What follows belongs to an exercise in optimizing a design on an open flow for small area and a short achievable clock period; a production flow would make more cautious choices.
No functional check of the RTL was part of any run shown here.
Power is estimated from default activity; no workload was simulated.

[flow/design.v]
module spi_mem_target #(
  parameter int ADDR_W    = 8,
  parameter int MEM_DEPTH = 256
) (
  input  logic clk,
  input  logic rst,
  input  logic spi_sck,
  input  logic spi_cs_n,
  input  logic spi_mosi,
  output logic spi_miso,
  output logic spi_miso_oe,
  output logic busy,
  output logic cmd_err
);
  typedef enum logic [2:0] {
    IDLE, CMD, ADDR, READ, WRITE, STATUS, IGNORE
  } state_t;
  function automatic int plane_k(input int b);
    case (b)
      7, 6:    plane_k = 3;
      5, 4:    plane_k = 4;
      default: plane_k = 5;
    endcase
  endfunction
  state_t      state;
  logic [1:0]  sck_sync, cs_sync, mosi_sync;
  logic        sck_prev, cs_prev;
  logic        sck_s, cs_s, mosi_s;
  logic        sck_rise, sck_fall, cs_rise, cs_fall;
  logic [2:0]  bit_cnt;
  logic [6:0]  rx_sr;
  logic [7:0]  rx_byte;
  logic        miso_bit;
  logic        byte_done;
  logic [7:0]  addr;
  logic [7:0]  addr_inc;
  logic        is_read;
  logic        mem_we;
  logic        wel;
  logic        wrote;
  logic [4:0]  ph;
  logic [4:0]  ph_n;
  logic [7:0]  wbuf;
  logic        wact;
  logic        wlast;
  logic [4:0]  wcnt;
  logic        wpos;
  logic [2:0]  eq_a;
  logic        eq_i;
  logic [2:0]  rm;
  logic [4:0]  rsel7;
  logic [1:0]  tj3;
  logic        tj4;
  logic [7:0]  we;
  logic        rm7;
  logic [7:0]  txb;
  logic        tx_bit;
  logic        c_win;
  logic        cm0, cm1;
  logic        cand0, cand1;
  logic        first1, first2;
  logic        cwin_n;
  assign sck_s     = sck_sync[1];
  assign cs_s      = cs_sync[1];
  assign mosi_s    = mosi_sync[1];
  assign sck_rise  = sck_s & ~sck_prev;
  assign sck_fall  = ~sck_s & sck_prev;
  assign cs_rise   = cs_s & ~cs_prev;
  assign cs_fall   = ~cs_s & cs_prev;
  assign rx_byte   = {rx_sr, mosi_s};
  assign byte_done = sck_rise && (bit_cnt == 3'd7);
  assign mem_we    = (state == WRITE) && byte_done && !cs_rise;
  assign spi_miso  = miso_bit;
  assign addr_inc  = addr + 8'd1;
  assign ph_n      = ph + 5'd1;
  assign cwin_n    = (state == ADDR) && (bit_cnt == 3'd7);
  assign eq_a[0] = (ph_n[2:0] == addr[2:0]);
  assign eq_a[1] = eq_a[0] && (ph_n[3] == addr[3]);
  assign eq_a[2] = eq_a[1] && (ph_n[4] == addr[4]);
  assign eq_i    = (ph_n[2:0] == addr_inc[2:0]);
  always_ff @(posedge clk or posedge rst) begin
    if (rst) begin
      cs_sync <= 2'b00;
      cs_prev <= 1'b0;
    end else begin
      cs_sync <= {cs_sync[0], spi_cs_n};
      cs_prev <= cs_s;
    end
  end
  always_ff @(posedge clk) begin
    sck_sync  <= {sck_sync[0], spi_sck};
    mosi_sync <= {mosi_sync[0], spi_mosi};
    sck_prev  <= sck_s;
  end
  always_ff @(posedge clk) begin
    if (sck_rise) begin
      rx_sr   <= rx_byte[6:0];
      bit_cnt <= bit_cnt + 3'd1;
    end
    if (!cs_rise && state == IDLE && cs_fall) begin
      bit_cnt <= 3'd0;
      wrote   <= 1'b0;
    end
    if (!cs_rise && state == CMD && byte_done) begin
      is_read <= rx_byte[0];
    end
    if (!cs_rise && state == WRITE && byte_done) begin
      wrote <= 1'b1;
    end
  end
  always_ff @(posedge clk) begin
    ph    <= ph_n;
    wlast <= wact && (wcnt == 5'd31);
    if (mem_we) begin
      wbuf <= rx_byte;
      wact <= 1'b1;
      wcnt <= 5'd0;
    end else if (wact) begin
      wcnt <= wcnt + 5'd1;
      if (wcnt == 5'd31) begin
        wact <= 1'b0;
      end
    end
    wpos <= wact && eq_a[2];
  end
  always_ff @(posedge clk) begin
    if (!cs_rise && state == ADDR && byte_done) begin
      addr <= rx_byte;
    end else if ((!cs_rise && state == READ && byte_done) || wlast) begin
      addr <= addr_inc;
    end
  end
  for (genvar l = 0; l < 8; l++) begin : g_we
    assign we[l] = wpos && (addr[7:5] == l);
  end
  always_ff @(posedge clk) begin
    c_win  <= cwin_n;
    cm0    <= (ph_n[2:0] == {rx_sr[1:0], 1'b0});
    cm1    <= (ph_n[2:0] == {rx_sr[1:0], 1'b1});
    first1 <= (state == ADDR) && byte_done;
    first2 <= first1;
  end
  always_ff @(posedge clk) begin
    rm    <= eq_a;
    tj3   <= ~(addr[4:3] - ph_n[4:3]);
    tj4   <= ~(addr[4] ^ ph_n[4]);
    rsel7 <= cwin_n ? {rx_sr[6:4], ~(rx_sr[3:2] - ph_n[4:3])}
                    : {addr_inc[7:5], ~(addr_inc[4:3] - ph_n[4:3])};
    rm7   <= eq_i && (bit_cnt != 3'd0);
  end
  for (genvar b = 0; b < 8; b++) begin : g_plane
    localparam int K  = plane_k(b);
    localparam int L  = 1 << K;
    localparam int NT = 32 >> K;
    logic [8*NT-1:0] taps;
    logic            tap;
    for (genvar l = 0; l < 8; l++) begin : g_loop
      logic [31:0] sr;
      always_ff @(posedge clk) begin
        sr <= {sr[30:0], we[l] ? wbuf[b] : sr[31]};
      end
      for (genvar j = 0; j < NT; j++) begin : g_tap
        assign taps[l*NT + j] = sr[L*j + L - 1];
      end
    end
    if (b == 7) begin : g_cap7
      assign tap = taps[rsel7];
      always_ff @(posedge clk) begin
        if (c_win && cm0) cand0 <= tap;
        if (c_win && cm1) cand1 <= tap;
        if (first2) begin
          txb[7] <= addr[0] ? cand1 : cand0;
        end else if (!c_win && rm7) begin
          txb[7] <= tap;
        end
      end
    end else begin : g_capn
      if (K == 3) begin : g_t3
        assign tap = taps[{addr[7:5], tj3}];
      end else if (K == 4) begin : g_t4
        assign tap = taps[{addr[7:5], tj4}];
      end else begin : g_t5
        assign tap = taps[addr[7:5]];
      end
      always_ff @(posedge clk) begin
        if (rm[K-3]) txb[b] <= tap;
      end
    end
  end
  always_comb begin
    tx_bit = 1'b0;
    if (state == READ) begin
      tx_bit = txb[~bit_cnt];
    end else if (state == STATUS) begin
      tx_bit = wel && (bit_cnt == 3'd6);
    end
  end
  always_ff @(posedge clk or posedge rst) begin
    if (rst) begin
      state       <= IDLE;
      miso_bit    <= 1'b0;
      spi_miso_oe <= 1'b0;
      busy        <= 1'b0;
      cmd_err     <= 1'b0;
      wel         <= 1'b0;
    end else begin
      cmd_err <= 1'b0;
      if (sck_fall) begin
        miso_bit <= tx_bit;
      end
      if (cs_rise) begin
        if (state == WRITE && wrote) begin
          wel <= 1'b0;
        end
        state       <= IDLE;
        spi_miso_oe <= 1'b0;
        busy        <= 1'b0;
        miso_bit    <= 1'b0;
      end else begin
        case (state)
          IDLE: begin
            if (cs_fall) begin
              state    <= CMD;
              busy     <= 1'b1;
              miso_bit <= 1'b0;
            end
          end
          CMD: begin
            if (byte_done) begin
              case (rx_byte)
                8'h03: begin
                  state <= ADDR;
                end
                8'h02: begin
                  if (wel) begin
                    state <= ADDR;
                  end else begin
                    state <= IGNORE;
                  end
                end
                8'h05: begin
                  state       <= STATUS;
                  spi_miso_oe <= 1'b1;
                end
                8'h06: begin
                  wel   <= 1'b1;
                  state <= IGNORE;
                end
                8'h04: begin
                  wel   <= 1'b0;
                  state <= IGNORE;
                end
                default: begin
                  state   <= IGNORE;
                  cmd_err <= 1'b1;
                end
              endcase
            end
          end
          ADDR: begin
            if (byte_done) begin
              if (is_read) begin
                state       <= READ;
                spi_miso_oe <= 1'b1;
              end else begin
                state <= WRITE;
              end
            end
          end
          READ, WRITE, STATUS, IGNORE: begin
          end
          default: begin
            state <= IDLE;
          end
        endcase
      end
    end
  end
endmodule
[flow/run.sh]
#!/bin/bash
# synth_recipe.tcl (not shown) runs the flow's synth.tcl, then flattens the netlist and writes it again
# the make line also repeats each setting of config.mk as NAME=value (left out here)
make -C /OpenROAD-flow-scripts/flow DESIGN_CONFIG=/design/flow/config.mk WORK_HOME=/design/flow/orfs CLKGATE_MAP_FILE= SYNTH_SCRIPT=/design/flow/synth_recipe.tcl finish
[flow/config.mk]
export PLATFORM = sky130hd
export DESIGN_NAME = spi_mem_target
export DESIGN_NICKNAME = spi_mem_target
export VERILOG_FILES = /design/flow/design.v
export SDC_FILE = /design/flow/constraint.sdc
export NUM_CORES = 4
export LEC_CHECK = 0
export CAP_MARGIN = 20
export CORE_MARGIN = 2
export CORE_UTILIZATION = 70
export CTS_CLUSTER_DIAMETER = 120
export CTS_CLUSTER_SIZE = 30
export SETUP_SLACK_MARGIN = 2.8
export SLEW_MARGIN = 20
[flow/constraint.sdc]
create_clock -name core_clock -period 5.0 [get_ports {clk}]
set_input_delay 1.0000 -clock core_clock [delete_from_list [all_inputs] [get_ports {clk}]]
set_output_delay 1.0000 -clock core_clock [all_outputs]
set_load 0.01 [all_outputs]
==> metrics.yaml, run 1 <==
power:
  report.power.total_mw: 25.12
  clkPwrFrac: 0.307
  power_density_mw_per_mm2: 505.9
  p_sw_mw: 4.856
  p_int_mw: 20.27
  leakage_nw: 19.71
  peakVddDrop_mv: 0.3945
  seq_power_share: 0.682
  power_switching_share: 0.1933
  pwr-share-comb: 0.011
logic_synthesis:
  yosysWarnings: 1
  synth_flop_cell: "dfxtp_1"
  ys_types: 52
  synth-edff-count: 34
  ys_seq_area_frac: 0.9324
  synth_cells: 2483
  syn_area_mm2: 0.04620
  synth-seq-cells: 2132
  synth_area_per_cell_um2: 18.61
  synthArstFlopShare: 0.005159
  synth_nets: 2501
detailed_routing:
  drc_errors: 0
  dr.pass1.iters: 4
  wl_per_cell_um: 17.78
  drtIter0Drc: 788
  vias_per_cell: 4.662
  drtAntennaViolNets: 0
  drt_wl_total_mm: 61.26
  vias: 16070
global_routing:
  grt_max_degree: 32
  grt_usage: 0.1833
  grt_pass1_wl_mm: 92.47
  gr-total-overflow: 0
  antenna_found_initial: 10
  grt_pass1_vias: 16320
clock_network:
  root_buffer: "clkbuf_16"
  clkSinkCount: 2132
  cts_buffers: 81
  cts_tree: "yes"
  clkTransAtPathRegs_ns: 0.10
  cts_max_level: 3
  clock_latency_ns: 0.66
  holdBufCountCts: 0
  cts_buffer_depth: 3
floorplan:
  initial_utilization: 0.7052
  core_mm2: 0.06551
  die_w_um: 260.9
  pin_count: 9
  num_rows: 94
  fp.dieH_um: 260.9
  dieArea_mm2: 0.06807
layout:
  drive_gt1_frac: 0.08492
  finalNonFillerCells: 3446
  layout_common_cells: "dfxtp_1, clkbuf_16, mux2_2"
  final_common_cell: "dfxtp_1"
  final_nets: 2579
  area_delta_synth_final_pct: 7.477
worst_setup_path:
  cp_max_fo: 2
  cp_slowest_cell: "dfrtp_2"
  critPathTopFamily: "flip-flops"
  worstSetupStartpointType: "flop"
  path_cells: "buf_6"
  max_stage_delay_ns: 0.48
  worst_ep_required_time_ns: 4.00
  crit_type: "flop to output pin"
  cp_data_arrival_time_ns: 1.28
  end_kind: "output pin"
  critical_path.n_buffers_inverters: 1
sta:
  slew_headroom: 0.4760
  timing.hold.ws_ns: 0.3126
  maxSlewViolCount: 0
  fin_crit_ns: 2.285
  finalHoldViolCount: 0
  max_freq_ghz: 0.4377
  fin_ws_ns: 2.715
  skew_ns: 0.03012
  rsz0062_at_grt: "yes"
  fin_crit_sh: 0.4570
  finalSetupTns_ns: 0
  setup_viol: 0
  worst_slew_pin_slew_ns: 0.7817
place:
  dp_cells: 3337
  post-place-ws_ns: 2.360
  port_buffers: 8
  gp_congestion: 0.8048
  dp_hpwl_mm: 36.51
worst_hold_path:
  min_path_type: "flop to flop"
job:
  cap_violations: 0
outcome:
  status: "no timing/DRC/antenna violations"
==> power groups by stage <==
stage               Combinational, mW  Clock [mW]  Sequential, mW
finish                          0.267        7.71            17.1
global route                    0.300        8.44            17.2
CTS                             0.252        7.90            17.1
detailed placement              0.247           0            17.5
global placement                0.231           0            17.5
floorplan                       0.191           0            17.5
==> cell type report <==
class                      count  area, um^2
sequential                  2132       43080
fill                        3578       15860
multi-input combinational    311        3037
clock buffer                  95        2122
tap                          864        1081
timing repair buffer          15       147.6
clock inverter                 6       102.6
inverter                      20       75.07
antenna                        3       7.507
==> synth_stat cells (all sizes together) (4+ instances only) <==
cell type  number  area, um^2
nor3            9       55.05
edfxtp         34        1021
xor2           12       105.1
mux2i          20       200.2
inv            20       75.07
mux4           30       675.7
nand2b          8       50.05
mux2           71       799.5
ha             13       162.7
nor2b           6       37.54
and3            6       37.54
nand3          12       60.06
clkbuf          7       26.28
nand2          12       45.04
dfrtp          11       275.3
o21ai           7       35.03
nand4b          4       35.03
nor3b           4       40.03
nor2           26       97.59
dfxtp        2087       41780
xnor2          14       122.6
and2            8       50.05
a21oi          17       85.08
buf            13       70.07
==> state kept, by name (all words and copies together), names as in the netlist, 3 cells and up <==
signal / count
state: 3
wcnt: 5
txb: 8
rx_sr: 7
g_plane.g_loop.sr: 2048
bit_cnt: 3
ph: 5
rsel7: 5
wbuf: 8
rm: 3
addr: 8
==> routing by layer <==
| layer | track usage | wire [um] |
|---|---|---|
| met1 | 0.2678 | 30980 |
| met2 | 0.2845 | 26880 |
| met3 | 0.02807 | 1694 |
| met4 | 0.06222 | 1713 |
| met5 | 0 | 0 |
==> metrics by stage <==
step,util,cell area [um^2]
floorplan,-,46200
global placement,0.7217,47280
detailed placement,0.7217,47280
CTS,0.7568,49580
global route,0.7579,49650
finish,0.7580,49660
==> kinds of logic after synthesis <==
kind of cell | Yosys count | share of synthesized area
compound gates | 47 | 0.006716
xor+xnor | 26 | 0.004929
fa+ha+maj | 13 | 0.003521
buf+inv | 40 | 0.003710
flops | 2132 | 0.9324
mux | 121 | 0.03626
simple gates | 104 | 0.01248
==> worst paths after layout <==
kind / start / cells after the start / slack, ns / to
min in group asynchronous: rst / 2 / 0.84 / miso_bit
min: g_plane[1].g_loop[6].sr[17] / 0 / 0.31 / g_plane[1].g_loop[6].sr[18]
max: busy / 1 / 2.72 / busy
max reg2reg: bit_cnt[1] / 7 / 2.86 / state[1]
min reg2reg: g_plane[1].g_loop[6].sr[17] / 0 / 0.31 / g_plane[1].g_loop[6].sr[18]
max in group asynchronous: rst / 2 / 3.77 / busy
==> repair_timing <==
item / in CTS / in global routing
gates resized for setup: 27 / 19
setup buffers: 5 / 0
endpoints found under the setup margin: 91 / 11
pin swaps: 1 / 0
==> run 2: changes to the inputs <==
--- a/flow/config.mk
+++ b/flow/config.mk
@@ -8,7 +8,7 @@
 export CAP_MARGIN = 20
 export CORE_MARGIN = 2
 export CORE_UTILIZATION = 70
-export CTS_CLUSTER_DIAMETER = 120
-export CTS_CLUSTER_SIZE = 30
+export CTS_CLUSTER_DIAMETER = 100
+export CTS_CLUSTER_SIZE = 25
 export SETUP_SLACK_MARGIN = 2.8
 export SLEW_MARGIN = 20
==> metrics.yaml, run 2 <==
clock_network:
  cts_buffers: 95  # was 81
  root_buffer: "clkbuf_16"  # unchanged
  clkTransAtPathRegs_ns: 0.09  # was 0.10 ns
  cts_max_level: 3  # unchanged
  holdBufCountCts: 0  # unchanged
  cts_buffer_depth: 3  # unchanged
  clock_latency_ns: 0.67  # was 0.66 ns
  cts_tree: "yes"  # unchanged
  clkSinkCount: 2132  # unchanged
worst_setup_path:
  r2r-start: "bit_cnt[1]"  # unchanged
  path_cells: "buf_6"  # unchanged
  end_kind: "output pin"  # unchanged
  r2r_end: "state[1]"  # unchanged
  crit_type: "flop to output pin"  # unchanged
  worst_ep_required_time_ns: 4.00  # about the same
  cp_data_arrival_time_ns: 1.29  # was 1.28 ns
  max_stage_delay_ns: 0.48  # about the same
  worstSetupStartpointType: "flop"  # unchanged
  critPathTopFamily: "flip-flops"  # unchanged
  r2r_slack_ns: 2.89  # was 2.86 ns
  cp_max_fo: 2  # unchanged
  critical_path.n_buffers_inverters: 1  # unchanged
  cp_slowest_cell: "dfrtp_2"  # unchanged
  reg2reg_depth: 7  # unchanged
sta:
  fin_ws_ns: 2.710  # was 2.715 ns
  finalHoldViolCount: 0  # unchanged
  maxSlewViolCount: 0  # unchanged
  finalSetupTns_ns: 0  # unchanged
  slew_headroom: 0.4996  # was 0.4760
  worst_slew_pin_slew_ns: 0.7466  # was 0.7817 ns
  setup_viol: 0  # unchanged
  timing.hold.ws_ns: 0.3180  # was 0.3126 ns
  rsz0062_at_grt: "yes"  # unchanged
  fin_crit_ns: 2.290  # was 2.285 ns
  fin_crit_sh: 0.4581  # was 0.4570
  max_freq_ghz: 0.4366  # was 0.4377 GHz
  skew_ns: 0.02303  # was 0.03012 ns
worst_hold_path:
  min-delay-start: "g_plane[2].g_loop[6].sr[16]"  # was g_plane[1].g_loop[6].sr[17]
  min_path_cells: 0  # unchanged
  min_path_type: "flop to flop"  # unchanged
  hold_end: "g_plane[2].g_loop[6].sr[17]"  # was g_plane[1].g_loop[6].sr[18]
logic_synthesis:
  synth_flop_cell: "dfxtp_1"  # unchanged
  ys_seq_area_frac: 0.9324  # unchanged
  synth_nets: 2501  # unchanged
  yosys.area.top_type: "dfxtp_1"  # unchanged
  syn_area_mm2: 0.04620  # unchanged
  synth-seq-cells: 2132  # unchanged
  yosysTopAreaCellShare: 0.9043  # unchanged
  synth_commonest_cells: "dfxtp_1, mux2_2, edfxtp_1"  # unchanged
  synth_cells: 2483  # unchanged
  yosysWarnings: 1  # unchanged
  synth_area_per_cell_um2: 18.61  # unchanged
  synth_area_leaders: "dfxtp_1, edfxtp_1, mux2_2, mux4_2, dfrtp_1"  # unchanged
  synthArstFlopShare: 0.005159  # unchanged
  synth-edff-count: 34  # unchanged
  yosysMostFrequentCell: "dfxtp_1"  # unchanged
  ys_types: 52  # unchanged
detailed_routing:
  drc_errors: 0  # unchanged
  vias: 16220  # was 16070
  dr.pass1.iters: 5  # was 4
  drt_wl_total_mm: 63.38  # was 61.26 mm
  drtIter0Drc: 709  # was 788
  wl_per_cell_um: 18.32  # was 17.78 um
  drtAntennaViolNets: 0  # unchanged
  vias_per_cell: 4.688  # was 4.662
layout:
  drive_gt1_frac: 0.08986  # was 0.08492
  largest_reg_flops: 2048  # unchanged
  regMostFlops: "g_plane.g_loop.sr"  # unchanged
  layout_common_cells: "dfxtp_1, clkbuf_16, mux2_2"  # unchanged
  final_common_cell: "dfxtp_1"  # unchanged
  area_delta_synth_final_pct: 8.227  # was 7.477%
  final_nets: 2593  # was 2579
global_routing:
  grt_pass1_vias: 16700  # was 16320
  antenna_found_initial: 8  # was 10
  grt_max_degree: 27  # was 32
  gr-total-overflow: 0  # unchanged
  grt_pass1_wl_mm: 95.82  # was 92.47 mm
  grt_usage: 0.1908  # was 0.1833
place:
  port_buffers: 8  # unchanged
  post-place-ws_ns: 2.360  # unchanged
  gp_congestion: 0.8048  # unchanged
  dp_hpwl_mm: 36.51  # unchanged
power:
  seq_power_share: 0.666  # was 0.682
  report.power.total_mw: 25.72  # was 25.12 mW
  clkPwrFrac: 0.323  # was 0.307
  power_switching_share: 0.1940  # was 0.1933
  peakVddDrop_mv: 0.4270  # was 0.3945 mV
  p_int_mw: 20.73  # was 20.27 mW
  pwr-share-comb: 0.010  # was 0.011
  leakage_nw: 19.88  # was 19.71 nW
  p_sw_mw: 4.990  # was 4.856 mW
  power_density_mw_per_mm2: 514.4  # was 505.9 mW/mm^2
floorplan:
  dieArea_mm2: 0.06807  # unchanged
  die_w_um: 260.9  # unchanged
  initial_utilization: 0.7052  # unchanged
  fp.dieH_um: 260.9  # unchanged
  num_rows: 94  # unchanged
  pin_count: 9  # unchanged
  core_mm2: 0.06551  # unchanged
job:
  cap_violations: 0  # unchanged
outcome:
  status: "no timing/DRC/antenna violations"  # unchanged
run 2: cell counts after synthesis:
Identical to the previous run, type by type.
run 2: final cells by class:
class / count / area [um^2]
clock inverters: 6 / 107.6
repair buffers: 15 / 147.6
well taps: 864 / 1081
fillers: 3552 / 15510
clock buffers: 109 / 2472
flip-flops and latches: 2132 / 43080
diodes: 3 / 7.507
multi-input cells: 311 / 3028
inverters: 20 / 75.07
run 2: through the flow:
step	util	instances	instance area, um^2
4_1_cts	0.7623	3457	49940
3_3_place_gp	0.7217	3337	47280
6_report	0.7633	3460	50000
2_1_floorplan	-	2483	46200
3_5_place_dp	0.7217	3337	47280
5_1_grt	0.7632	3457	49990
run 2: cells by family (layout without fill, tap and decap cells):
kind of cell,Yosys count,in the layout,synth area share
AO/OA/AOI/OAI,47,47,0.006716
XOR/XNOR,26,26,0.004929
adder cells (fa/ha/maj),13,13,0.003521
buffers and inverters,40,150,0.003710
flip-flops,2132,2132,0.9324
multiplexers,121,121,0.03626
other,0,3,0
AND/OR/NAND/NOR,104,104,0.01248
run 2: power groups by stage:
stage	clock (mW)	sequential (mW)	combinational (mW)
floorplan	0	17.5	0.191
global placement	0	17.5	0.231
detailed placement	0	17.5	0.247
CTS	8.53	17.1	0.250
global route	9.07	17.2	0.297
finish	8.32	17.1	0.264
run 2: timing repair:
| action | 4_1_cts | 5_1_grt |
|---|---|---|
| setup buffers | 5 | 0 |
| pin swaps | 1 | 0 |
| gates resized for setup | 29 | 16 |
| endpoints found under the setup margin | 91 | 11 |
| hold endpoints to repair | 0 | 0 |
run 2: how the worst max path moves through the flow:
stage                startpoint                          to  slack (ns)  cells after the start
detailed placement  sck_sync[1]                     addr[1]        2.36                      3
finish                     busy                        busy        2.71                      1
CTS                        busy                        busy        2.42                      1
global route               busy                        busy        2.67                      1
floorplan               cs_prev                     wbuf[0]        2.98                      6
global placement        addr[6]  g_plane[7].g_loop[1].sr[0]        2.52                      3
run 2: per-layer routing:
layer,global-route usage,part of all wire
met4,0.05889,0.023
met5,0,0
met3,0.02836,0.029
met1,0.2766,0.49
met2,0.3020,0.45
==> run 3: changes to the inputs <==
--- a/flow/design.v
+++ b/flow/design.v
@@ -40,7 +40,6 @@
   logic        wrote;
   logic [4:0]  ph;
   logic [4:0]  ph_n;
-  logic [7:0]  wbuf;
   logic        wact;
   logic        wlast;
   logic [4:0]  wcnt;
@@ -112,7 +111,6 @@
     ph    <= ph_n;
     wlast <= wact && (wcnt == 5'd31);
     if (mem_we) begin
-      wbuf <= rx_byte;
       wact <= 1'b1;
       wcnt <= 5'd0;
     end else if (wact) begin
@@ -157,7 +155,7 @@
     for (genvar l = 0; l < 8; l++) begin : g_loop
       logic [31:0] sr;
       always_ff @(posedge clk) begin
-        sr <= {sr[30:0], we[l] ? wbuf[b] : sr[31]};
+        sr <= {sr[30:0], we[l] ? txb[b] : sr[31]};
       end
       for (genvar j = 0; j < NT; j++) begin : g_tap
         assign taps[l*NT + j] = sr[L*j + L - 1];
@@ -168,9 +166,11 @@
       always_ff @(posedge clk) begin
         if (c_win && cm0) cand0 <= tap;
         if (c_win && cm1) cand1 <= tap;
-        if (first2) begin
+        if (mem_we) begin
+          txb[7] <= rx_byte[7];
+        end else if (first2) begin
           txb[7] <= addr[0] ? cand1 : cand0;
-        end else if (!c_win && rm7) begin
+        end else if (!wact && !c_win && rm7) begin
           txb[7] <= tap;
         end
       end
@@ -183,7 +183,11 @@
         assign tap = taps[addr[7:5]];
       end
       always_ff @(posedge clk) begin
-        if (rm[K-3]) txb[b] <= tap;
+        if (mem_we) begin
+          txb[b] <= rx_byte[b];
+        end else if (!wact && rm[K-3]) begin
+          txb[b] <= tap;
+        end
       end
     end
   end
--- a/flow/config.mk
+++ b/flow/config.mk
@@ -8,7 +8,7 @@
 export CAP_MARGIN = 20
 export CORE_MARGIN = 2
 export CORE_UTILIZATION = 70
-export CTS_CLUSTER_DIAMETER = 100
-export CTS_CLUSTER_SIZE = 25
+export CTS_CLUSTER_DIAMETER = 120
+export CTS_CLUSTER_SIZE = 30
 export SETUP_SLACK_MARGIN = 2.8
 export SLEW_MARGIN = 20
==> metrics.yaml, run 3 <==
worst_hold_path:
  min_path_type: "flop to flop"  # unchanged
place:
  dp_cells: 3373  # was 3337
  post_dp_cell_area_mm2: 0.04725  # was 0.04728 mm^2
  dp_hpwl_mm: 36.08  # was 36.51 mm
  post-place-ws_ns: 2.362  # was 2.360 ns
  port_buffers: 8  # unchanged
  gp_congestion: 0.8429  # was 0.8048
sta:
  skew_ns: 0.02411  # was 0.02303 ns
  fin_crit_ns: 2.304  # was 2.290 ns
  fin_ws_ns: 2.696  # was 2.710 ns
  worst_slew_pin_slew_ns: 0.9177  # was 0.7466 ns
  timing.hold.ws_ns: 0.3178  # was 0.3180 ns
  setup_viol: 0  # unchanged
  maxSlewViolCount: 0  # unchanged
  finalHoldViolCount: 0  # unchanged
  slew_headroom: 0.3855  # was 0.4996
  max_freq_ghz: 0.4340  # was 0.4366 GHz
  fin_crit_sh: 0.4609  # was 0.4581
  rsz0062_at_grt: "yes"  # unchanged
  finalSetupTns_ns: 0  # unchanged
layout:
  area_delta_synth_final_pct: 7.318  # was 8.227%
  top_regs: "g_plane.g_loop.sr x2048, addr x8, txb x8"
  drive_gt1_frac: 0.08021  # was 0.08986
  regMostFlops: "g_plane.g_loop.sr"  # unchanged
  final_common_cell: "dfxtp_1"  # unchanged
  largest_reg_flops: 2048  # unchanged
  fin_area_mm2: 0.04958  # was 0.05000 mm^2
  fillCellCount: 3541  # was 3552
  layout_common_cells: "dfxtp_1, clkbuf_16, mux2_2"  # unchanged
  final_nets: 2618  # was 2593
  finalNonFillerCells: 3485  # was 3460
clock_network:
  root_buffer: "clkbuf_16"  # unchanged
  cts_buffers: 80  # was 95
  clock_latency_ns: 0.67  # about the same
  clkSinkCount: 2124  # was 2132
  cts_buffer_depth: 3  # unchanged
  holdBufCountCts: 0  # unchanged
  clkTransAtPathRegs_ns: 0.11  # was 0.09 ns
  cts_max_level: 3  # unchanged
  cts_tree: "yes"  # unchanged
logic_synthesis:
  yosysWarnings: 1  # unchanged
  synth_mux_area_frac: 0.03586  # was 0.03626
  synth_nets: 2541  # was 2501
  synth-seq-cells: 2124  # was 2132
  synthAdderAreaFrac: 0.003521  # about the same
  syn_area_mm2: 0.04620  # about the same
  synth_flop_cell: "dfxtp_1"  # unchanged
  ys_types: 59  # was 52
  synth_xor_area_frac: 0.004929  # about the same
  synth_commonest_cells: "dfxtp_1, mux2_2, nor2_1"  # was dfxtp_1, mux2_2, edfxtp_1
  synth_area_leaders: "dfxtp_1, edfxtp_1, mux2_2, mux4_2, mux2i_1"  # was dfxtp_1, edfxtp_1, mux2_2, mux4_2, dfrtp_1
  yosys.area.top_type: "dfxtp_1"  # unchanged
  ys_seq_area_frac: 0.9273  # was 0.9324
  synth-compound-area-share: 0.008098  # was 0.006716
  yosysMostFrequentCell: "dfxtp_1"  # unchanged
  synth_area_per_cell_um2: 18.31  # was 18.61 um^2
  synth-edff-count: 26  # was 34
  synth_top_family_by_area: "multiplexers"  # unchanged
  yosysTopAreaCellShare: 0.9044  # was 0.9043
  yosys.area_share.simple: 0.01568  # was 0.01248
  synthArstFlopShare: 0.005179  # was 0.005159
  synth_cells: 2523  # was 2483
global_routing:
  grt_max_degree: 32  # was 27
  grt_pass1_vias: 16760  # was 16700
  gr-total-overflow: 0  # unchanged
  antenna_found_initial: 8  # unchanged
  grt_pass1_wl_mm: 94.90  # was 95.82 mm
  grt_usage: 0.1875  # was 0.1908
worst_setup_path:
  worst_ep_required_time_ns: 4.00  # about the same
  max_stage_delay_ns: 0.50  # was 0.48 ns
  cp_slowest_cell: "dfrtp_2"  # unchanged
  worstSetupStartpointType: "flop"  # unchanged
  end_kind: "output pin"  # unchanged
  crit_type: "flop to output pin"  # unchanged
  cp_data_arrival_time_ns: 1.30  # was 1.29 ns
  path_cells: "buf_6"  # unchanged
  critPathTopFamily: "flip-flops"  # unchanged
  cp_max_fo: 2  # unchanged
  critical_path.n_buffers_inverters: 1  # unchanged
floorplan:
  num_rows: 94  # unchanged
  core_mm2: 0.06551  # unchanged
  die_w_um: 260.9  # about the same
  dieArea_mm2: 0.06807  # about the same
  pin_count: 9  # unchanged
  fp.dieH_um: 260.9  # about the same
  initial_utilization: 0.7052  # about the same
detailed_routing:
  drc_errors: 0  # unchanged
  drtAntennaViolNets: 0  # unchanged
  wl_per_cell_um: 17.98  # was 18.32 um
  drtIter0Drc: 926  # was 709
  dr.pass1.iters: 5  # unchanged
  vias: 16260  # was 16220
  drt_wl_total_mm: 62.67  # was 63.38 mm
  vias_per_cell: 4.665  # was 4.688
power:
  pwr-share-comb: 0.009  # was 0.010
  power_density_mw_per_mm2: 504.1  # was 514.4 mW/mm^2
  seq_power_share: 0.684  # was 0.666
  power_switching_share: 0.1942  # was 0.1940
  peakVddDrop_mv: 0.3968  # was 0.4270 mV
  p_int_mw: 20.14  # was 20.73 mW
  leakage_nw: 19.83  # was 19.88 nW
  p_sw_mw: 4.852  # was 4.990 mW
  clkPwrFrac: 0.307  # was 0.323
job:
  cap_violations: 0  # unchanged
outcome:
  status: "no timing/DRC/antenna violations"  # unchanged
==> run 3: per-layer routing <==
metal	global-route usage	vias up	routed length, um
met5	0	-	0
met4	0.06508	0	1727
met3	0.03001	109	1940
met2	0.2872	200	27610
met1	0.2754	7812	31390
li1	-	8135	-
==> run 3: cells by family after synthesis <==
kind of cell               Yosys count
AOI/OAI and AO/OA                   59
xor gates and xnor gates            26
adders and majority gates           13
buffers and inverters               45
DFF                               2124
muxes                              122
and+or+nand+nor                    134
==> run 3: path summary, 6_finish.rpt <==
path                                                   from                           to  cells past startpoint  slack [ns]
worst max-delay path                               miso_bit                     spi_miso                      1        2.70
worst min-delay path            g_plane[1].g_loop[4].sr[30]  g_plane[1].g_loop[4].sr[31]                      0        0.32
worst max register to register                      addr[5]   g_plane[0].g_loop[0].sr[0]                      4        2.88
worst min register to register  g_plane[1].g_loop[4].sr[30]  g_plane[1].g_loop[4].sr[31]                      0        0.32
max in group asynchronous                               rst                     state[1]                      2        3.69
min in group asynchronous                               rst                   cs_sync[1]                      2        0.79
==> run 3: layout make-up <==
cell class              instances  area, um^2  area share
diodes                          3       7.507   0.0001514
multi-input cells             354        3172     0.06398
flip-flops and latches       2124       42840      0.8641
inverters                      19       71.32    0.001439
clock buffers                  94        2097     0.04230
well taps                     864        1081     0.02181
repair buffers                 21       220.2    0.004442
clock inverters                 6       86.33    0.001741
==> run 3: stage by stage <==
| stage | power [mW] | util |
|---|---|---|
| after floorplan | 17.61 | - |
| after detailed placement | 17.70 | 0.7213 |
| after global routing | 25.76 | 0.7567 |
| after global placement | 17.69 | 0.7213 |
| final | 24.99 | 0.7568 |
| after CTS | 25.19 | 0.7556 |
==> run 3: repair_timing <==
action	in CTS	in global routing
buffers inserted	6	2
cloned	0	1
gates resized for setup	24	12
setup endpoints to repair	79	18
pin swaps	1	0
==> run 3: power by group through the flow <==
stage               clock network [mW]  registers, mW  logic, mW
finish                            7.67           17.1      0.236
global route                      8.39           17.1      0.264
CTS                               7.87           17.1      0.235
detailed placement                   0           17.5      0.229
global placement                     0           17.5      0.225
floorplan                            0           17.4      0.193
==> run 4: changes to the inputs <==
--- a/flow/design.v
+++ b/flow/design.v
@@ -41,8 +41,6 @@
   logic [4:0]  ph;
   logic [4:0]  ph_n;
   logic        wact;
-  logic        wlast;
-  logic [4:0]  wcnt;
   logic        wpos;
   logic [2:0]  eq_a;
   logic        eq_i;
@@ -55,9 +53,9 @@
   logic [7:0]  txb;
   logic        tx_bit;
   logic        c_win;
-  logic        cm0, cm1;
+  logic        cmh;
   logic        cand0, cand1;
-  logic        first1, first2;
+  logic        c_win_d;
   logic        cwin_n;
   assign sck_s     = sck_sync[1];
   assign cs_s      = cs_sync[1];
@@ -108,23 +106,18 @@
     end
   end
   always_ff @(posedge clk) begin
-    ph    <= ph_n;
-    wlast <= wact && (wcnt == 5'd31);
+    ph <= ph_n;
     if (mem_we) begin
       wact <= 1'b1;
-      wcnt <= 5'd0;
-    end else if (wact) begin
-      wcnt <= wcnt + 5'd1;
-      if (wcnt == 5'd31) begin
-        wact <= 1'b0;
-      end
+    end else if (wpos) begin
+      wact <= 1'b0;
     end
     wpos <= wact && eq_a[2];
   end
   always_ff @(posedge clk) begin
     if (!cs_rise && state == ADDR && byte_done) begin
       addr <= rx_byte;
-    end else if ((!cs_rise && state == READ && byte_done) || wlast) begin
+    end else if ((!cs_rise && state == READ && byte_done) || wpos) begin
       addr <= addr_inc;
     end
   end
@@ -132,11 +125,9 @@
     assign we[l] = wpos && (addr[7:5] == l);
   end
   always_ff @(posedge clk) begin
-    c_win  <= cwin_n;
-    cm0    <= (ph_n[2:0] == {rx_sr[1:0], 1'b0});
-    cm1    <= (ph_n[2:0] == {rx_sr[1:0], 1'b1});
-    first1 <= (state == ADDR) && byte_done;
-    first2 <= first1;
+    c_win   <= cwin_n;
+    c_win_d <= c_win;
+    cmh     <= (ph_n[2:1] == rx_sr[1:0]);
   end
   always_ff @(posedge clk) begin
     rm    <= eq_a;
@@ -164,11 +155,11 @@
     if (b == 7) begin : g_cap7
       assign tap = taps[rsel7];
       always_ff @(posedge clk) begin
-        if (c_win && cm0) cand0 <= tap;
-        if (c_win && cm1) cand1 <= tap;
+        if (c_win && cmh && !ph[0]) cand0 <= tap;
+        if (c_win && cmh && ph[0]) cand1 <= tap;
         if (mem_we) begin
           txb[7] <= rx_byte[7];
-        end else if (first2) begin
+        end else if (c_win_d && !c_win) begin
           txb[7] <= addr[0] ? cand1 : cand0;
         end else if (!wact && !c_win && rm7) begin
           txb[7] <= tap;
@@ -197,6 +188,61 @@
       tx_bit = txb[~bit_cnt];
     end else if (state == STATUS) begin
       tx_bit = wel && (bit_cnt == 3'd6);
+    end
+  end
+  state_t state_n;
+  logic   wel_n, miso_n, err_n;
+  always_comb begin
+    state_n = state;
+    wel_n   = wel;
+    miso_n  = sck_fall ? tx_bit : miso_bit;
+    err_n   = 1'b0;
+    if (cs_rise) begin
+      if (state == WRITE && wrote) begin
+        wel_n = 1'b0;
+      end
+      state_n = IDLE;
+      miso_n  = 1'b0;
+    end else begin
+      case (state)
+        IDLE: begin
+          if (cs_fall) begin
+            state_n = CMD;
+            miso_n  = 1'b0;
+          end
+        end
+        CMD: begin
+          if (byte_done) begin
+            case (rx_byte)
+              8'h03: state_n = ADDR;
+              8'h02: state_n = wel ? ADDR : IGNORE;
+              8'h05: state_n = STATUS;
+              8'h06: begin
+                wel_n   = 1'b1;
+                state_n = IGNORE;
+              end
+              8'h04: begin
+                wel_n   = 1'b0;
+                state_n = IGNORE;
+              end
+              default: begin
+                state_n = IGNORE;
+                err_n   = 1'b1;
+              end
+            endcase
+          end
+        end
+        ADDR: begin
+          if (byte_done) begin
+            state_n = is_read ? READ : WRITE;
+          end
+        end
+        READ, WRITE, STATUS, IGNORE: begin
+        end
+        default: begin
+          state_n = IDLE;
+        end
+      endcase
     end
   end
   always_ff @(posedge clk or posedge rst) begin
@@ -208,76 +254,12 @@
       cmd_err     <= 1'b0;
       wel         <= 1'b0;
     end else begin
-      cmd_err <= 1'b0;
-      if (sck_fall) begin
-        miso_bit <= tx_bit;
-      end
-      if (cs_rise) begin
-        if (state == WRITE && wrote) begin
-          wel <= 1'b0;
-        end
-        state       <= IDLE;
-        spi_miso_oe <= 1'b0;
-        busy        <= 1'b0;
-        miso_bit    <= 1'b0;
-      end else begin
-        case (state)
-          IDLE: begin
-            if (cs_fall) begin
-              state    <= CMD;
-              busy     <= 1'b1;
-              miso_bit <= 1'b0;
-            end
-          end
-          CMD: begin
-            if (byte_done) begin
-              case (rx_byte)
-                8'h03: begin
-                  state <= ADDR;
-                end
-                8'h02: begin
-                  if (wel) begin
-                    state <= ADDR;
-                  end else begin
-                    state <= IGNORE;
-                  end
-                end
-                8'h05: begin
-                  state       <= STATUS;
-                  spi_miso_oe <= 1'b1;
-                end
-                8'h06: begin
-                  wel   <= 1'b1;
-                  state <= IGNORE;
-                end
-                8'h04: begin
-                  wel   <= 1'b0;
-                  state <= IGNORE;
-                end
-                default: begin
-                  state   <= IGNORE;
-                  cmd_err <= 1'b1;
-                end
-              endcase
-            end
-          end
-          ADDR: begin
-            if (byte_done) begin
-              if (is_read) begin
-                state       <= READ;
-                spi_miso_oe <= 1'b1;
-              end else begin
-                state <= WRITE;
-              end
-            end
-          end
-          READ, WRITE, STATUS, IGNORE: begin
-          end
-          default: begin
-            state <= IDLE;
-          end
-        endcase
-      end
+      state       <= state_n;
+      miso_bit    <= miso_n;
+      spi_miso_oe <= (state_n == READ) || (state_n == STATUS);
+      busy        <= (state_n != IDLE);
+      cmd_err     <= err_n;
+      wel         <= wel_n;
     end
   end
 endmodule
==> metrics.yaml, run 4 <==
outcome:
  status: "no timing/DRC/antenna violations"  # unchanged
clock_network:
  cts_tree: "yes"  # unchanged
  cts_buffers: 80  # unchanged
  cts_max_level: 3  # unchanged
  clock_latency_ns: 0.65  # was 0.67 ns
  clkSinkCount: 2116  # was 2124
  cts_buffer_depth: 3  # unchanged
  clkTransAtPathRegs_ns: 0.11  # about the same
  root_buffer: "clkbuf_16"  # unchanged
floorplan:
  die_w_um: 259.9  # was 260.9 um
  pin_count: 9  # unchanged
  core_mm2: 0.06458  # was 0.06551 mm^2
  fp.dieH_um: 259.9  # was 260.9 um
  initial_utilization: 0.7097  # was 0.7052
  num_rows: 93  # was 94
  dieArea_mm2: 0.06754  # was 0.06807 mm^2
global_routing:
  grt_max_degree: 32  # unchanged
  grt_pass1_wl_mm: 103.8  # was 94.90 mm
  grt_pass1_vias: 17230  # was 16760
  grt_usage: 0.2087  # was 0.1875
  antenna_found_initial: 11  # was 8
  gr-total-overflow: 0  # unchanged
layout:
  regMostFlops: "g_plane.g_loop.sr"  # unchanged
  area_delta_synth_final_pct: 7.636  # was 7.318%
  final_common_cell: "dfxtp_1"  # unchanged
  top_regs: "g_plane.g_loop.sr x2048, addr x8, txb x8"  # unchanged
  largest_reg_flops: 2048  # unchanged
  drive_gt1_frac: 0.08494  # was 0.08021
  final_nets: 2590  # was 2618
  layout_common_cells: "dfxtp_1, clkbuf_16, mux2_2"  # unchanged
  fin_area_mm2: 0.04933  # was 0.04958 mm^2
power:
  seq_power_share: 0.684  # about the same
  power_density_mw_per_mm2: 501.5  # was 504.1 mW/mm^2
  clkPwrFrac: 0.312  # was 0.307
  pwr-share-comb: 0.004  # was 0.009
  leakage_nw: 19.64  # was 19.83 nW
  peakVddDrop_mv: 0.5532  # was 0.3968 mV
  power_switching_share: 0.1907  # was 0.1942
  report.power.total_mw: 24.74  # was 24.99 mW
  p_int_mw: 20.02  # was 20.14 mW
  p_sw_mw: 4.718  # was 4.852 mW
detailed_routing:
  drtAntennaViolNets: 0  # unchanged
  wl_per_cell_um: 19.80  # was 17.98 um
  drc_errors: 0  # unchanged
  vias: 16410  # was 16260
  drtIter0Drc: 826  # was 926
  vias_per_cell: 4.757  # was 4.665
  dr.pass1.iters: 5  # unchanged
  drt_wl_total_mm: 68.28  # was 62.67 mm
worst_setup_path:
  cp_data_arrival_time_ns: 1.27  # was 1.30 ns
  reg2reg_depth: 4  # unchanged
  critical_path.n_buffers_inverters: 1  # unchanged
  cp.depth: 1  # unchanged
  worstSetupStartpointType: "flop"  # unchanged
  end_kind: "output pin"  # unchanged
  path_cells: "buf_6"  # unchanged
  cp_slowest_cell: "dfrtp_2"  # unchanged
  crit_type: "flop to output pin"  # unchanged
  max_stage_delay_ns: 0.48  # was 0.50 ns
  critPathTopFamily: "flip-flops"  # unchanged
  worst_ep_required_time_ns: 4.00  # about the same
  cp_max_fo: 1  # was 2
logic_synthesis:
  synthArstFlopShare: 0.005198  # was 0.005179
  yosys.area.top_type: "dfxtp_1"  # unchanged
  ys_types: 57  # was 59
  synth_area_per_cell_um2: 18.41  # was 18.31 um^2
  syn_area_mm2: 0.04583  # was 0.04620 mm^2
  yosysWarnings: 1  # unchanged
  synth_area_leaders: "dfxtp_1, edfxtp_1, mux2_2, mux4_2, dfrtp_1"  # was dfxtp_1, edfxtp_1, mux2_2, mux4_2, mux2i_1
  synth_nets: 2503  # was 2541
  synth_flop_cell: "dfxtp_1"  # unchanged
  yosysMostFrequentCell: "dfxtp_1"  # unchanged
  synth-edff-count: 26  # unchanged
  yosysTopAreaCellShare: 0.9081  # was 0.9044
  synth_cells: 2489  # was 2523
  ys_seq_area_frac: 0.9311  # was 0.9273
  synth-seq-cells: 2116  # was 2124
  synth_commonest_cells: "dfxtp_1, mux2_2, nor2_1"  # unchanged
sta:
  finalHoldViolCount: 0  # unchanged
  fin_crit_sh: 0.4546  # was 0.4609
  worst_slew_pin_slew_ns: 1.097  # was 0.9177 ns
  rsz0062_at_grt: "yes"  # unchanged
  setup_viol: 0  # unchanged
  slew_headroom: 0.2675  # was 0.3855
  maxSlewViolCount: 0  # unchanged
  timing.hold.ws_ns: 0.3203  # was 0.3178 ns
  fin_crit_ns: 2.273  # was 2.304 ns
  finalSetupTns_ns: 0  # unchanged
  skew_ns: 0.02370  # was 0.02411 ns
  max_freq_ghz: 0.4400  # was 0.4340 GHz
place:
  gp_congestion: 0.8068  # was 0.8429
  post_dp_cell_area_mm2: 0.04689  # was 0.04725 mm^2
  dp_hpwl_mm: 37.80  # was 36.08 mm
  port_buffers: 8  # unchanged
job:
  cap_violations: 0  # unchanged
worst_hold_path:
  min_path_type: "flop to flop"  # unchanged
  min_path_cells: 0  # unchanged
[run 4: kinds of logic (layout without fill, tap and decap cells)]
family | Yosys count | after routing | synth area share
xor gates and xnor gates | 23 | 23 | 0.004395
DFF | 2116 | 2116 | 0.9311
adders and majority gates | 9 | 9 | 0.002457
and+or+nand+nor | 108 | 110 | 0.01291
muxes | 121 | 121 | 0.03574
other | 0 | 4 | 0
AOI/OAI and AO/OA | 67 | 67 | 0.009255
buffers and inverters | 45 | 144 | 0.004095
[run 4: what timing repair did]
item,4_1_cts,5_1_grt
endpoints found under the setup margin,106,25
gates cloned,1,1
hold buffers,0,0
pin swaps,1,2
resized for setup,33,14
setup buffers,10,7
[run 4: final timing paths]
| path | startpoint | to | slack, ns |
|---|---|---|---|
| min reg2reg | g_plane[3].g_loop[3].sr[30] | g_plane[3].g_loop[3].sr[31] | 0.32 |
| max | cmd_err | cmd_err | 2.73 |
| min in group asynchronous | rst | cmd_err | 0.69 |
| max reg2reg | addr[5] | txb[5] | 2.81 |
| min | g_plane[3].g_loop[3].sr[30] | g_plane[3].g_loop[3].sr[31] | 0.32 |
| max in group asynchronous | rst | cmd_err | 3.91 |
[run 4: cell type report]
cell class / instances / area [um^2]
Antenna cell: 4 / 10.01
Clock buffer: 93 / 2136
Clock inverter: 3 / 41.29
Fill cell: 3370 / 15250
Inverter: 21 / 78.83
Multi-Input combinational cell: 330 / 3047
Sequential cell: 2116 / 42680
Tap cell: 855 / 1070
Timing Repair Buffer: 27 / 265.3
[run 4: stage by stage]
stage,util,setup WS [ns],std cells
final,0.7639,2.727,3449
after global placement,0.7260,2.131,3330
after floorplan,-,2.822,2489
after CTS,0.7619,2.672,3437
after detailed placement,0.7260,2.067,3330
after global routing,0.7637,2.647,3445
[run 4: power groups by stage]
stage	Clock (mW)	Sequential (mW)	Combinational [mW]
after detailed placement	0	17.3	0.0856
after CTS	7.91	16.9	0.0886
after global routing	8.44	16.9	0.104
after global placement	0	17.3	0.0840
after floorplan	0	17.3	0.0677
final	7.71	16.9	0.0925
[run 4: metal layers]
metal / GRT usage / part of all wire / vias up
met5: 0 / 0 / -
met4: 0.05603 / 0.025 / 0
met3: 0.03382 / 0.031 / 113
met2: 0.3322 / 0.46 / 232
met1: 0.3022 / 0.48 / 8014
li1: - / - / 8048
==> run 5: changes to the inputs <==
--- a/flow/config.mk
+++ b/flow/config.mk
@@ -8,7 +8,7 @@
 export CAP_MARGIN = 20
 export CORE_MARGIN = 2
 export CORE_UTILIZATION = 70
-export CTS_CLUSTER_DIAMETER = 120
-export CTS_CLUSTER_SIZE = 30
+export CTS_CLUSTER_DIAMETER = 60
+export CTS_CLUSTER_SIZE = 36
 export SETUP_SLACK_MARGIN = 2.8
 export SLEW_MARGIN = 20
==> metrics.yaml, run 5 <==
sta:
  rsz0062_at_grt: "yes"  # unchanged
  finalHoldViolCount: 0  # unchanged
  fin_crit_sh: 0.4545  # was 0.4546
  maxSlewViolCount: 0  # unchanged
  skew_ns: 0.04623  # was 0.02370 ns
  max_freq_ghz: 0.4400  # about the same
  worst_slew_pin_slew_ns: 1.095  # was 1.097 ns
  fin_ws_ns: 2.727  # about the same
  finalSetupTns_ns: 0  # unchanged
  fin_crit_ns: 2.273  # about the same
  setup_viol: 0  # unchanged
  slew_headroom: 0.2685  # was 0.2675
logic_synthesis:
  yosysTopAreaCellShare: 0.9081  # unchanged
  synthArstFlopShare: 0.005198  # unchanged
  yosysMostFrequentCell: "dfxtp_1"  # unchanged
  yosysWarnings: 1  # unchanged
  synth_commonest_cells: "dfxtp_1, mux2_2, nor2_1"  # unchanged
  syn_area_mm2: 0.04583  # unchanged
  ys_seq_area_frac: 0.9311  # unchanged
  synth_flop_cell: "dfxtp_1"  # unchanged
  ys_types: 57  # unchanged
  synth_nets: 2503  # unchanged
  synth-seq-cells: 2116  # unchanged
  synth_area_leaders: "dfxtp_1, edfxtp_1, mux2_2, mux4_2, dfrtp_1"  # unchanged
  yosys.area.top_type: "dfxtp_1"  # unchanged
  synth_cells: 2489  # unchanged
  synth-edff-count: 26  # unchanged
  synth_area_per_cell_um2: 18.41  # unchanged
place:
  gp_congestion: 0.8068  # unchanged
  dp_hpwl_mm: 37.80  # unchanged
  port_buffers: 8  # unchanged
  post-place-ws_ns: 2.067  # unchanged
worst_setup_path:
  r2r-start: "addr[5]"  # unchanged
  end_kind: "output pin"  # unchanged
  cp_max_fo: 1  # unchanged
  max_stage_delay_ns: 0.48  # about the same
  worst_ep_required_time_ns: 4.00  # about the same
  r2r_end: "txb[4]"  # was txb[5]
  path_cells: "buf_6"  # unchanged
  endpoint: "cmd_err"  # unchanged
  critPathTopFamily: "flip-flops"  # unchanged
  r2r_slack_ns: 2.78  # was 2.81 ns
  critical_path.n_buffers_inverters: 1  # unchanged
  cp_data_arrival_time_ns: 1.27  # about the same
  crit_type: "flop to output pin"  # unchanged
  reg2reg_depth: 4  # unchanged
  cp.depth: 1  # unchanged
  cp_slowest_cell: "dfrtp_2"  # unchanged
  critical_path.startpoint: "cmd_err"  # unchanged
  worstSetupStartpointType: "flop"  # unchanged
layout:
  final_common_cell: "dfxtp_1"  # unchanged
  utilization: 0.7671  # was 0.7639
  drive_gt1_frac: 0.09154  # was 0.08494
  regMostFlops: "g_plane.g_loop.sr"  # unchanged
  layout_common_cells: "dfxtp_1, clkbuf_16, mux2_2"  # unchanged
  fillCellCount: 3348  # was 3370
  area_delta_synth_final_pct: 8.095  # was 7.636%
  top_regs: "g_plane.g_loop.sr x2048, addr x8, txb x8"  # unchanged
  final_nets: 2583  # was 2590
  largest_reg_flops: 2048  # unchanged
floorplan:
  pin_count: 9  # unchanged
  dieArea_mm2: 0.06754  # unchanged
  initial_utilization: 0.7097  # unchanged
  die_w_um: 259.9  # unchanged
  num_rows: 93  # unchanged
  core_mm2: 0.06458  # unchanged
  fp.dieH_um: 259.9  # unchanged
global_routing:
  grt_usage: 0.2082  # was 0.2087
  grt_pass1_vias: 17190  # was 17230
  grt_max_degree: 38  # was 32
  grt_pass1_wl_mm: 103.3  # was 103.8 mm
  gr-total-overflow: 0  # unchanged
  antenna_found_initial: 8  # was 11
clock_network:
  cts_max_level: 3  # unchanged
  clkSinkCount: 2116  # unchanged
  clkTransAtPathRegs_ns: 0.12  # was 0.11 ns
  cts_tree: "yes"  # unchanged
  root_buffer: "clkbuf_16"  # unchanged
  cts_buffers: 75  # was 80
  clock_latency_ns: 0.66  # was 0.65 ns
  cts_buffer_depth: 3  # unchanged
detailed_routing:
  vias_per_cell: 4.743  # was 4.757
  dr.pass1.iters: 5  # unchanged
  wl_per_cell_um: 19.80  # about the same
  vias: 16400  # was 16410
  drtIter0Drc: 1017  # was 826
  drtAntennaViolNets: 0  # unchanged
  drc_errors: 0  # unchanged
  drt_wl_total_mm: 68.46  # was 68.28 mm
power:
  report.power.total_mw: 25.07  # was 24.74 mW
  pwr-share-comb: 0.004  # about the same
  peakVddDrop_mv: 0.4322  # was 0.5532 mV
  seq_power_share: 0.676  # was 0.684
  p_int_mw: 20.11  # was 20.02 mW
  clkPwrFrac: 0.320  # was 0.312
  power_switching_share: 0.1976  # was 0.1907
  power_density_mw_per_mm2: 506.0  # was 501.5 mW/mm^2
  p_sw_mw: 4.954  # was 4.718 mW
  leakage_nw: 19.73  # was 19.64 nW
worst_hold_path:
  min_path_type: "flop to flop"  # unchanged
outcome:
  status: "no timing/DRC/antenna violations"  # unchanged
job:
  cap_violations: 0  # unchanged
run 5: cell counts after synthesis:
Identical to the previous run, type by type.
run 5: timing repair:
action	in CTS	in global routing
hold buffers	0	0
setup endpoints to repair	106	38
pin swaps	1	2
setup buffers	13	3
hold endpoints to repair	0	0
resized for setup	32	18
cloned	1	0
run 5: area by class of cell:
class | instances | area, um^2 | area share
Sequential cell | 2116 | 42690 | 0.8616
Tap cell | 855 | 1070 | 0.02159
Clock buffer | 87 | 2057 | 0.04152
Antenna cell | 2 | 5.005 | 0.0001010
Clock inverter | 21 | 321.6 | 0.006491
Inverter | 21 | 78.83 | 0.001591
Timing Repair Buffer | 26 | 257.7 | 0.005203
Multi-Input combinational cell | 329 | 3065 | 0.06188
run 5: kinds of logic (layout without fill, tap and decap cells):
family | after synthesis | after routing | synth area share
fa+ha+maj | 9 | 9 | 0.002457
flops | 2116 | 2116 | 0.9311
mux | 121 | 121 | 0.03574
simple gates | 108 | 109 | 0.01291
compound gates | 67 | 67 | 0.009255
xor+xnor | 23 | 23 | 0.004395
other cells | 0 | 2 | 0
buf+inv | 45 | 155 | 0.004095
run 5: power groups by stage:
stage                     Clock [mW]  Sequential (mW)  Combinational, mW
after floorplan                    0             17.3             0.0677
after global placement             0             17.3             0.0840
after detailed placement           0             17.3             0.0856
after CTS                       8.18             16.9             0.0909
after global routing            8.70             16.9              0.114
final                           8.03             16.9              0.102
run 5: worst min-delay path by stage:
stage,from,endpoint,slack [ns],cells past startpoint
2_1_floorplan,g_plane[0].g_loop[0].sr[9],g_plane[0].g_loop[0].sr[10],0.31,0
3_3_place_gp,g_plane[6].g_loop[2].sr[19],g_plane[6].g_loop[2].sr[20],0.31,0
3_5_place_dp,g_plane[0].g_loop[7].sr[2],g_plane[0].g_loop[7].sr[3],0.31,0
4_1_cts,g_plane[4].g_loop[2].sr[0],g_plane[4].g_loop[2].sr[1],0.31,0
5_1_grt,g_plane[4].g_loop[2].sr[0],g_plane[4].g_loop[2].sr[1],0.32,0
6_report,g_plane[4].g_loop[2].sr[0],g_plane[4].g_loop[2].sr[1],0.32,0
run 5: stage by stage:
stage / hold slack [ns] / area (um^2) / cells
final: 0.3191 / 49540 / 3457
after global routing: 0.3198 / 49540 / 3455
after CTS: 0.3149 / 49420 / 3452
after detailed placement: 0.3121 / 46890 / 3330
after global placement: 0.3095 / 46890 / 3330
after floorplan: 0.3096 / 45830 / 2489
run 5: layer usage:
| layer | global-route usage | wire (um) | vias up |
|---|---|---|---|
| met1 | 0.2998 | 32760 | 8020 |
| met3 | 0.03645 | 2364 | 112 |
| li1 | - | - | 8040 |
| met2 | 0.3301 | 31620 | 225 |
| met4 | 0.05843 | 1719 | 0 |
| met5 | 0 | 0 | - |
==> run 6: changes to the inputs <==
--- a/flow/config.mk
+++ b/flow/config.mk
@@ -7,8 +7,8 @@
 export LEC_CHECK = 0
 export CAP_MARGIN = 20
 export CORE_MARGIN = 2
-export CORE_UTILIZATION = 70
-export CTS_CLUSTER_DIAMETER = 60
-export CTS_CLUSTER_SIZE = 36
+export CORE_UTILIZATION = 75
+export CTS_CLUSTER_DIAMETER = 50
+export CTS_CLUSTER_SIZE = 40
 export SETUP_SLACK_MARGIN = 2.8
 export SLEW_MARGIN = 20
==> metrics.yaml, run 6 <==
logic_synthesis:
  synth-edff-count: 26  # unchanged
  yosysTopAreaCellShare: 0.9081  # unchanged
  yosysMostFrequentCell: "dfxtp_1"  # unchanged
  synth_area_per_cell_um2: 18.41  # unchanged
  synth_top_family_by_area: "multiplexers"  # unchanged
  synthArstFlopShare: 0.005198  # unchanged
  synth-seq-cells: 2116  # unchanged
  synth_commonest_cells: "dfxtp_1, mux2_2, nor2_1"  # unchanged
  yosys.area.top_type: "dfxtp_1"  # unchanged
  yosys.area_share.simple: 0.01291  # unchanged
  synth_xor_area_frac: 0.004395  # unchanged
  ys_seq_area_frac: 0.9311  # unchanged
  synth_area_leaders: "dfxtp_1, edfxtp_1, mux2_2, mux4_2, dfrtp_1"  # unchanged
  synth-compound-area-share: 0.009255  # unchanged
  ys_types: 57  # unchanged
  yosysWarnings: 1  # unchanged
  synth_nets: 2503  # unchanged
  synth_mux_area_frac: 0.03574  # unchanged
  synth_flop_cell: "dfxtp_1"  # unchanged
  syn_area_mm2: 0.04583  # unchanged
  synthAdderAreaFrac: 0.002457  # unchanged
  synth_cells: 2489  # unchanged
clock_network:
  root_buffer: "clkbuf_16"  # unchanged
  holdBufCountCts: 0  # unchanged
  cts_max_level: 3  # unchanged
  cts-resized-gates: 56  # was 32
  cts_buffers: 109  # was 75
  cts_setup_buffers: 28  # was 13
  cts_buffer_depth: 3  # unchanged
  clkSinkCount: 2116  # unchanged
floorplan:
  num_rows: 90  # was 93
  fp.dieH_um: 251.2  # was 259.9 um
  pin_count: 9  # unchanged
  die_w_um: 251.2  # was 259.9 um
  initial_utilization: 0.7593  # was 0.7097
place:
  post-place-ws_ns: 2.156  # was 2.067 ns
  dp_hpwl_mm: 41.00  # was 37.80 mm
  port_buffers: 8  # unchanged
  dp_cells: 3256  # was 3330
  post_dp_cell_area_mm2: 0.04679  # was 0.04689 mm^2
  gp_congestion: 0.8025  # was 0.8068
outcome:
  stop_stage: "clock tree synthesis"
  run.stop_error: "[ERROR DPL-0033] detailed placement checks failed during check placement."
  status: "aborted with a tool error"  # was no timing/DRC/antenna violations
-- run 6: cell counts after synthesis --
Identical to the previous run, type by type.
-- run 6: logic make-up after synthesis --
family / Yosys count
AOI/OAI and AO/OA: 67
xor gates and xnor gates: 23
adders and majority gates: 9
buffers and inverters: 45
DFF: 2116
muxes: 121
and+or+nand+nor: 108
-- run 6: metrics by stage --
step | total power, mW | utilization
3_5_place_dp | 17.41 | 0.7752
3_3_place_gp | 17.40 | 0.7752
2_1_floorplan | 17.37 | -
-- run 6: worst max-delay path by stage --
| stage | start | end | depth (start not counted) |
|---|---|---|---|
| detailed placement | bit_cnt[0] | txb[0] | 5 |
| floorplan | bit_cnt[0] | txb[0] | 7 |
| global placement | bit_cnt[0] | txb[0] | 5 |
-- run 6: power by group through the flow --
stage	logic (mW)	clock network, mW	registers, mW
detailed placement	0.0903	0	17.3
global placement	0.0850	0	17.3
floorplan	0.0677	0	17.3
==> run 7: changes to the inputs <==
--- a/flow/config.mk
+++ b/flow/config.mk
@@ -7,8 +7,9 @@
 export LEC_CHECK = 0
 export CAP_MARGIN = 20
 export CORE_MARGIN = 2
-export CORE_UTILIZATION = 75
-export CTS_CLUSTER_DIAMETER = 50
-export CTS_CLUSTER_SIZE = 40
-export SETUP_SLACK_MARGIN = 2.8
+export CORE_UTILIZATION = 70
+export CTS_CLUSTER_DIAMETER = 120
+export CTS_CLUSTER_SIZE = 30
+export PLACE_DENSITY = 0.8
+export SETUP_SLACK_MARGIN = 3.0
 export SLEW_MARGIN = 20
==> metrics.yaml, run 7 <==
detailed_routing:
  vias_per_cell: 4.848
  drtAntennaViolNets: 0
  dr.pass1.iters: 6
  vias: 16800
  drt_wl_total_mm: 72.74
  drtIter0Drc: 1186
  drc_errors: 0
  wl_per_cell_um: 20.99
floorplan:
  dieArea_mm2: 0.06754
  num_rows: 93  # was 90
  die_w_um: 259.9  # was 251.2 um
  fp.dieH_um: 259.9  # was 251.2 um
  core_mm2: 0.06458
  pin_count: 9  # unchanged
  initial_utilization: 0.7097  # was 0.7593
clock_network:
  cts_buffer_depth: 3  # unchanged
  clkTransAtPathRegs_ns: 0.12
  holdBufCountCts: 0  # unchanged
  cts_buffers: 80  # was 109
  clock_latency_ns: 0.67
  cts_max_level: 3  # unchanged
  cts_tree: "yes"
  clkSinkCount: 2116  # unchanged
  root_buffer: "clkbuf_16"  # unchanged
power:
  leakage_nw: 19.74
  report.power.total_mw: 24.82
  peakVddDrop_mv: 0.4175
  p_int_mw: 20.00
  power_switching_share: 0.1941
  seq_power_share: 0.682
  power_density_mw_per_mm2: 500.7
  pwr-share-comb: 0.005
  p_sw_mw: 4.816
  clkPwrFrac: 0.313
layout:
  fillCellCount: 3276
  drive_gt1_frac: 0.09923
  area_delta_synth_final_pct: 8.144
  largest_reg_flops: 2048
  layout_common_cells: "dfxtp_1, clkbuf_16, mux2_2"
  regMostFlops: "g_plane.g_loop.sr"
  finalNonFillerCells: 3465
  fin_area_mm2: 0.04956
  top_regs: "g_plane.g_loop.sr x2048, addr x8, txb x8"
  n_antenna_cell: 0
  seq_area_mm2: 0.04269
  multi_input_area_mm2: 0.003136
  final_common_cell: "dfxtp_1"
  final_nets: 2609
sta:
  slew_headroom: 0.3407
  skew_ns: 0.02725
  finalHoldViolCount: 0
  finalSetupTns_ns: 0
  rsz0062_at_grt: "yes"
  maxSlewViolCount: 0
  fin_crit_sh: 0.4543
  max_freq_ghz: 0.4402
  setup_viol: 0
  fin_crit_ns: 2.272
  worst_slew_pin_slew_ns: 0.9868
place:
  gp_congestion: 0.8577  # was 0.8025
  dp_hpwl_mm: 40.73  # was 41.00 mm
  dp_cells: 3331  # was 3256
  post_dp_cell_area_mm2: 0.04689  # was 0.04679 mm^2
  port_buffers: 8  # unchanged
logic_synthesis:
  synth_nets: 2503  # unchanged
  synth-edff-count: 26  # unchanged
  synth_area_per_cell_um2: 18.41  # unchanged
  synth_commonest_cells: "dfxtp_1, mux2_2, nor2_1"  # unchanged
  syn_area_mm2: 0.04583  # unchanged
  yosysTopAreaCellShare: 0.9081  # unchanged
  synthArstFlopShare: 0.005198  # unchanged
  synth_area_leaders: "dfxtp_1, edfxtp_1, mux2_2, mux4_2, dfrtp_1"  # unchanged
  synth_cells: 2489  # unchanged
  synth_flop_cell: "dfxtp_1"  # unchanged
  ys_seq_area_frac: 0.9311  # unchanged
  ys_types: 57  # unchanged
  yosys.area.top_type: "dfxtp_1"  # unchanged
  synth-seq-cells: 2116  # unchanged
  yosysMostFrequentCell: "dfxtp_1"  # unchanged
  yosysWarnings: 1  # unchanged
global_routing:
  grt_usage: 0.2193
  grt_pass1_vias: 17930
  gr-total-overflow: 0
  grt_max_degree: 32
  antenna_found_initial: 7
  grt_pass1_wl_mm: 108.3
worst_setup_path:
  path_cells: "buf_2"
  cp_max_fo: 1
  cp_slowest_cell: "dfrtp_1"
  worst_ep_required_time_ns: 4.00
  max_stage_delay_ns: 0.44
  end_kind: "output pin"
  cp_data_arrival_time_ns: 1.27
  crit_type: "flop to output pin"
  worstSetupStartpointType: "flop"
  critPathTopFamily: "flip-flops"
  critical_path.n_buffers_inverters: 1
outcome:
  status: "no timing/DRC/antenna violations"  # was aborted with a tool error
worst_hold_path:
  min_path_type: "flop to flop"
job:
  cap_violations: 0
run 7: area by class of cell:
cell class,count,share of cell area
clock buffer,91,0.04208
clock inverter,6,0.001818
inverter,21,0.001590
multi-input combinational,330,0.06326
sequential,2116,0.8614
tap,855,0.02158
timing repair buffer,46,0.008280
run 7: metal layers:
layer,global-route usage,vias up,routed length [um]
met5,0,-,13
met4,0.06817,2,2034
met3,0.03441,149,2715
met2,0.3813,355,36610
met1,0.2849,8222,31360
li1,-,8072,-
run 7: per-stage QoR:
step	setup WS (ns)	util	hold slack (ns)
CTS	2.685	0.7632	0.3191
finish	2.728	0.7675	0.3121
floorplan	2.962	-	0.3096
global route	2.680	0.7675	0.3191
global placement	2.320	0.7261	0.3097
detailed placement	2.218	0.7261	0.3121
run 7: worst reg2reg max path, stage by stage (launching register included):
cell and delay [ns]:
edfxtp_1 0.43, buf_6 0.12, buf_8 0.11, mux4_2 0.49, mux4_2 0.48, mux2_4 0.27
run 7: power by group through the flow:
stage	clock [mW]	combinational, mW	sequential (mW)
global route	8.42	0.134	16.9
global placement	0	0.0828	17.3
finish	7.76	0.120	16.9
floorplan	0	0.0678	17.3
detailed placement	0	0.0877	17.3
CTS	7.89	0.0930	16.9
run 7: logic make-up (layout without fill, tap and decap cells):
family | Yosys count | count (layout) | share of synthesized area
fa+ha+maj | 9 | 9 | 0.002457
mux | 121 | 121 | 0.03574
buf+inv | 45 | 164 | 0.004095
flops | 2116 | 2116 | 0.9311
xor+xnor | 23 | 23 | 0.004395
compound gates | 67 | 67 | 0.009255
simple gates | 108 | 110 | 0.01291
run 7: final timing paths:
path / start / end / slack, ns / depth (start not counted)
min reg2reg: g_plane[1].g_loop[1].sr[5] / g_plane[1].g_loop[1].sr[6] / 0.31 / 0
max in group asynchronous: rst / state[0] / 3.96 / 2
min: g_plane[1].g_loop[1].sr[5] / g_plane[1].g_loop[1].sr[6] / 0.31 / 0
max: busy / busy / 2.73 / 1
min in group asynchronous: rst / busy / 0.66 / 2
max reg2reg: addr[5] / txb[4] / 2.86 / 5
run 7: timing repair:
item	4_1_cts	5_1_grt
setup buffers	18	17
endpoints found under the setup margin	109	72
pin swaps	2	10
gates cloned	2	0
resized for setup	43	35

separate check: timing with driven ports:
The results above use ideal ports. As a check the final layouts listed here were re-extracted and re-timed, cells and wires unchanged.
Step 1 (the two cells are an assumption about what drives the block):
set clk [get_ports {clk}]
set_driving_cell -lib_cell sky130_fd_sc_hd__clkbuf_16 $clk
set_driving_cell -lib_cell sky130_fd_sc_hd__buf_2 [delete_from_list [all_inputs] $clk]
Step 2, shift: input delay + t, output delay - t, t = (earliest + latest rising clock arrival at the registers) / 2. This alone moves slack from input paths to output paths.
Slacks: ideal ports / drivers / drivers and shift; pairs: ideal ports / drivers.
run | t (ns) | setup slack, ns | clock arrival spread, ns | worst data-port slew with drivers (ns)
run 1 | 0.707 | 2.715 / 2.653 / 2.856 | 0.032 / 0.032 | 0.04
run 2 | 0.722 | 2.710 / 2.644 / 2.888 | 0.029 / 0.029 | 0.06
run 3 | 0.718 | 2.696 / 2.632 / 2.879 | 0.028 / 0.028 | 0.04
run 4 | 0.704 | 2.727 / 2.666 / 2.808 | 0.031 / 0.031 | 0.05
run 5 | 0.698 | 2.727 / 2.663 / 2.782 | 0.048 / 0.048 | 0.04
run 7 | 0.720 | 2.728 / 2.662 / 2.862 | 0.036 / 0.035 | 0.05
After both steps every run listed still meets setup and hold.
